Background: an optimization exercise with open tools, aiming at small area, a short achievable clock period and few clock cycles. Do not read the settings as production practice. The RTL was checked by simulation tests, not by an equivalence proof against the original design. The clock port is modelled as an ideal driver; clocking choices that lean on that would not hold on a real chip. Power figures rest on the tool's default switching activity, not on a simulated workload.

==> flow/design.v (excerpt) <==
module vde_top (
    input  logic                       clk,
    input  logic                       reset,
    input  logic                       cmd_valid,
    input  logic [2:0]                 cmd_op,
    input  logic [vde_pkg::VAR_W-1:0]  cmd_var,
    input  logic                       cmd_value,
    output logic                       cmd_ready,
    output logic                       dec_valid,
    output logic [vde_pkg::VAR_W-1:0]  dec_var,
    output logic                       dec_phase,
    output logic                       dec_empty,
    input  logic                       dec_ready,
    output logic                       busy
);
    localparam int          NS      = 5;
    localparam logic [31:0] SPLIT   = {4'd0, 4'd0, 4'd0, 4'd2, 4'd3, 4'd3, 4'd3, 4'd3};
    localparam bit          ENC_SEP = 1'b0;
    localparam int          P       = ENC_SEP ? NS : NS - 1;
    localparam int          CAP     = 4;
    logic                      c_valid, c_value, c_decide, c_none, c_cnt_wr, hold;
    logic [2:0]                c_op;
    logic [vde_pkg::VAR_W-1:0] c_var, r_var;
    logic                      adv;
    logic [vde_pkg::MAX_VARS*vde_pkg::CNT_W-1:0] cnt_flat;
  ...
For scale: roughly 5300 cells after synthesis, roughly 27 I/O pins.
clock: 16.0 ns
lec_check: 0
cap_margin: 20
core_margin: 2
core_utilization: 35
cts_cluster_diameter: 150
cts_cluster_size: 20
place_density: 0.47
slew_margin: 20
standard.sh (not shown) runs the stock make flow with config.mk's settings and CLKGATE_MAP_FILE= SYNTH_SCRIPT=/design/flow/synth_recipe.tcl, a recipe that flattens the netlist after the stock synthesis.
==> flow/flow/run.sh <==
#!/bin/bash
# Standard layout, with timing repair asked to leave SETUP_MARGIN ns of
# setup slack beyond the design's clock period, and buf_4 cells as the port
# buffers. The synthesis is the standard one, unchanged. Each step's full
# output goes to a log of its own here.
set -euo pipefail
SETUP_MARGIN=11
bash standard.sh synth > synth.log 2>&1
bash standard.sh SETUP_SLACK_MARGIN=$SETUP_MARGIN \
    "BUFFER_PORTS_ARGS=-buffer_cell sky130_fd_sc_hd__buf_4" finish > layout.log 2>&1
Testbench counts at the start, summed over its fixed seeds: cycles 57,168.
Then changed:
--- a/flow/flow/run.sh
+++ b/flow/flow/run.sh
@@ -6,3 +6,3 @@
 set -euo pipefail
-SETUP_MARGIN=11
+SETUP_MARGIN=12.2
 bash standard.sh synth > synth.log 2>&1
Routed wire length came out higher by 4.8%.
Design area rose by about 13%.
First-iteration DRC count increases by 13%.
Non-clock buffer count came out higher by 356.
Global-route usage went up by 2.0 points.
Clock skew went up by 0.014 ns.
Synthesized area does not change.
Sequential share of layout area fell by 6.0 points.
Worst setup slack improved by 0.38 ns.
Maximum frequency grows by about 8%.
Sequential power hardly moves.
Then changed:
--- a/flow/flow/run.sh
+++ b/flow/flow/run.sh
@@ -6,3 +6,3 @@
 set -euo pipefail
-SETUP_MARGIN=12.2
+SETUP_MARGIN=11.8
 bash standard.sh synth > synth.log 2>&1
Result:
- worst setup slack got worse by 0.17 ns
- count of clock-buffer cells in the layout drops by 3
- power drops by 2.8%
- die area is unchanged
- synthesized cell count stays the same
- core utilization drops by 1.3 points
- global-route usage hardly moves
- via count drops by 1.0%
- cell count drops by 0.76%

* * *

Starting RTL as in the previous note.
==> flow/config.mk <==
export PLATFORM = sky130hd
export DESIGN_NAME = vde_top
export DESIGN_NICKNAME = vde_top
export VERILOG_FILES = /design/flow/design.v
export SDC_FILE = /design/flow/constraint.sdc
export NUM_CORES = 8
export LEC_CHECK = 0
export CAP_MARGIN = 20
export CORE_MARGIN = 2
export CORE_UTILIZATION = 35
export CTS_CLUSTER_DIAMETER = 150
export CTS_CLUSTER_SIZE = 20
export PLACE_DENSITY = 0.47
export SLEW_MARGIN = 20
==> flow/constraint.sdc <==
create_clock -name core_clock -period 16.0 [get_ports {clk}]
set_input_delay 3.2000 -clock core_clock [delete_from_list [all_inputs] [get_ports {clk}]]
set_output_delay 3.2000 -clock core_clock [all_outputs]
set_load 0.01 [all_outputs]
==> flow/flow/run.sh <==
#!/bin/bash
# Standard layout, with timing repair asked to leave SETUP_MARGIN ns of
# setup slack beyond the design's clock period, and buf_4 cells as the port
# buffers. The synthesis is the standard one, unchanged. Each step's full
# output goes to a log of its own here.
set -euo pipefail
SETUP_MARGIN=11.4
bash standard.sh synth > synth.log 2>&1
bash standard.sh SETUP_SLACK_MARGIN=$SETUP_MARGIN \
    "BUFFER_PORTS_ARGS=-buffer_cell sky130_fd_sc_hd__buf_4" finish > layout.log 2>&1
Testbench counts at the start, summed over its fixed seeds: cycles 57,168.
Rerun with:
--- a/flow/flow/run.sh
+++ b/flow/flow/run.sh
@@ -5,5 +5,5 @@
 # output goes to a log of its own here.
 set -euo pipefail
-SETUP_MARGIN=11.4
+SETUP_MARGIN=10.6
 bash standard.sh synth > synth.log 2>&1
 bash standard.sh SETUP_SLACK_MARGIN=$SETUP_MARGIN \
Worst setup slack degrades by 730 ps.
Fmax shrinks by 13%.
Clock-buffer cell count is unchanged.
Non-clock buffer count shrinks by 126.
Critical path depth grows by 5.
Wire length shrinks by 1.4%.
Utilization shrinks by 1.2 points.
Total power shrinks by 3.3%.
Hold slack barely changes.
Via count shrinks by 2.5%.
Synthesized cell count does not change.

* * *

Setup of run K:
vde_top, a different RTL version from the one above (not shown whole).
For scale: about 5300 cells after synthesis, about 27 I/O pins, about 64000 sq um of cells after synthesis.
clock: 16.0 ns
lec_check: 0
cap_margin: 20
core_margin: 2
core_utilization: 35
cts_cluster_diameter: 150
cts_cluster_size: 20
place_density: 0.47
slew_margin: 20
==> flow/flow/run.sh <==
#!/bin/bash
# Standard layout, with two changes to how timing repair works: it is asked
# to leave SETUP_MARGIN ns of setup slack beyond the design's clock period,
# and (rc_scale.tcl, run before CTS and before global routing) it estimates
# wires with the platform's per-layer RC scaled up, to leave room for what
# detailed routing adds. Port buffers are buf_4 cells. The synthesis is the
# standard one, unchanged. Each step's full output goes to a log here.
set -euo pipefail
SETUP_MARGIN=11.4
HERE=$(pwd)
bash standard.sh synth > synth.log 2>&1
bash standard.sh SETUP_SLACK_MARGIN=$SETUP_MARGIN \
    "BUFFER_PORTS_ARGS=-buffer_cell sky130_fd_sc_hd__buf_4" \
    PRE_CTS_TCL=$HERE/flow/rc_scale.tcl PRE_GLOBAL_ROUTE_TCL=$HERE/flow/rc_scale.tcl \
    finish > layout.log 2>&1
==> flow/flow/rc_scale.tcl <==
# Pessimistic wire parasitics for timing repair: the platform's per-layer
# values scaled by 1.15, so that repair leaves room for what detailed routing adds.
set rc_scale 1.15
foreach {layer c r} {li1 1.499e-04 7.176e-02 met1 1.72375E-04 8.929e-04 met2 1.36233E-04 8.929e-04 met3 2.14962E-04 1.567e-04 met4 1.48128E-04 1.567e-04 met5 1.54087E-04 1.781e-05} {
  set_layer_rc -layer $layer -capacitance [expr {$c * $rc_scale}] -resistance [expr {$r * $rc_scale}]
}
set_wire_rc -signal -layer met1
set_wire_rc -clock -layer met3
Testbench counts of run K, summed over its fixed seeds: cycles 57,168.
diff inputs: run K => run F
==> flow/flow/run.sh <==
#!/bin/bash
# Standard layout, with timing repair asked to leave SETUP_MARGIN ns of
# setup slack beyond the design's clock period, and buf_4 cells as the port
# buffers. The synthesis is the standard one, unchanged. Each step's full
# output goes to a log of its own here.
set -euo pipefail
SETUP_MARGIN=11.4
bash standard.sh synth > synth.log 2>&1
bash standard.sh SETUP_SLACK_MARGIN=$SETUP_MARGIN \
    "BUFFER_PORTS_ARGS=-buffer_cell sky130_fd_sc_hd__buf_4" finish > layout.log 2>&1
removed: flow/flow/rc_scale.tcl
### Flow results
- Looking at the reports, run F completed the entire flow and the layout it produced met the timing, design-rule and antenna checks.
- Higher area growth from synthesis to layout goes to run K over run F.
- Count of buffering cells on the critical path with inverters included ends up lower on run F.
- Compared with run K, run F shows post-route non-filler standard cell count that has gone down slightly.
- Comparing run F against run K, there is no change at all in post-placement cell count.
- Run F vs run K: detailed-route wire length per cell up in run F

port drivers added, routing unchanged:
The flow's constraints put no driver on any port. The routed layouts listed below were extracted and timed again, unchanged, in two steps.
Step 1 (the two cells are an assumption about what drives the block):
set clk [get_ports {clk}]
set_driving_cell -lib_cell sky130_fd_sc_hd__clkbuf_16 $clk
set_driving_cell -lib_cell sky130_fd_sc_hd__buf_2 [delete_from_list [all_inputs] $clk]
Step 2 adds t to the input delays and takes it off the output delays; t is the mean of the earliest and latest rising clock arrival at the registers after step 1. Input paths then give back, and output paths get back, about the clock's delay inside the block.
Slacks: no drivers / after step 1 / after step 2; pairs: no drivers / after step 1.
| run | t, ns | setup WS [ns] | slew at the worst register clock pin (ns) |
|---|---|---|---|
| the first run of note 1 | 0.867 | 10.863 / 10.863 / 10.863 | 0.11 / 0.11 |
| the second run of note 1 | 0.875 | 11.247 / 11.247 / 11.247 | 0.12 / 0.12 |
| the third run of note 1 | 0.871 | 11.075 / 11.075 / 11.075 | 0.12 / 0.12 |
| the first run of note 2 | 0.873 | 11.220 / 11.220 / 10.948 | 0.11 / 0.11 |
| the second run of note 2 | 0.871 | 10.489 / 10.489 / 10.489 | 0.11 / 0.11 |
| run K | 0.882 | 11.432 / 11.389 / 10.981 | 0.12 / 0.12 |
| run F | 0.878 | 11.233 / 11.233 / 10.989 | 0.12 / 0.12 |
After both steps every run listed still meets setup and hold. For run K, which loses most, drivers alone change the setup slack by -0.043 ns; drivers and shift together by -0.451 ns.
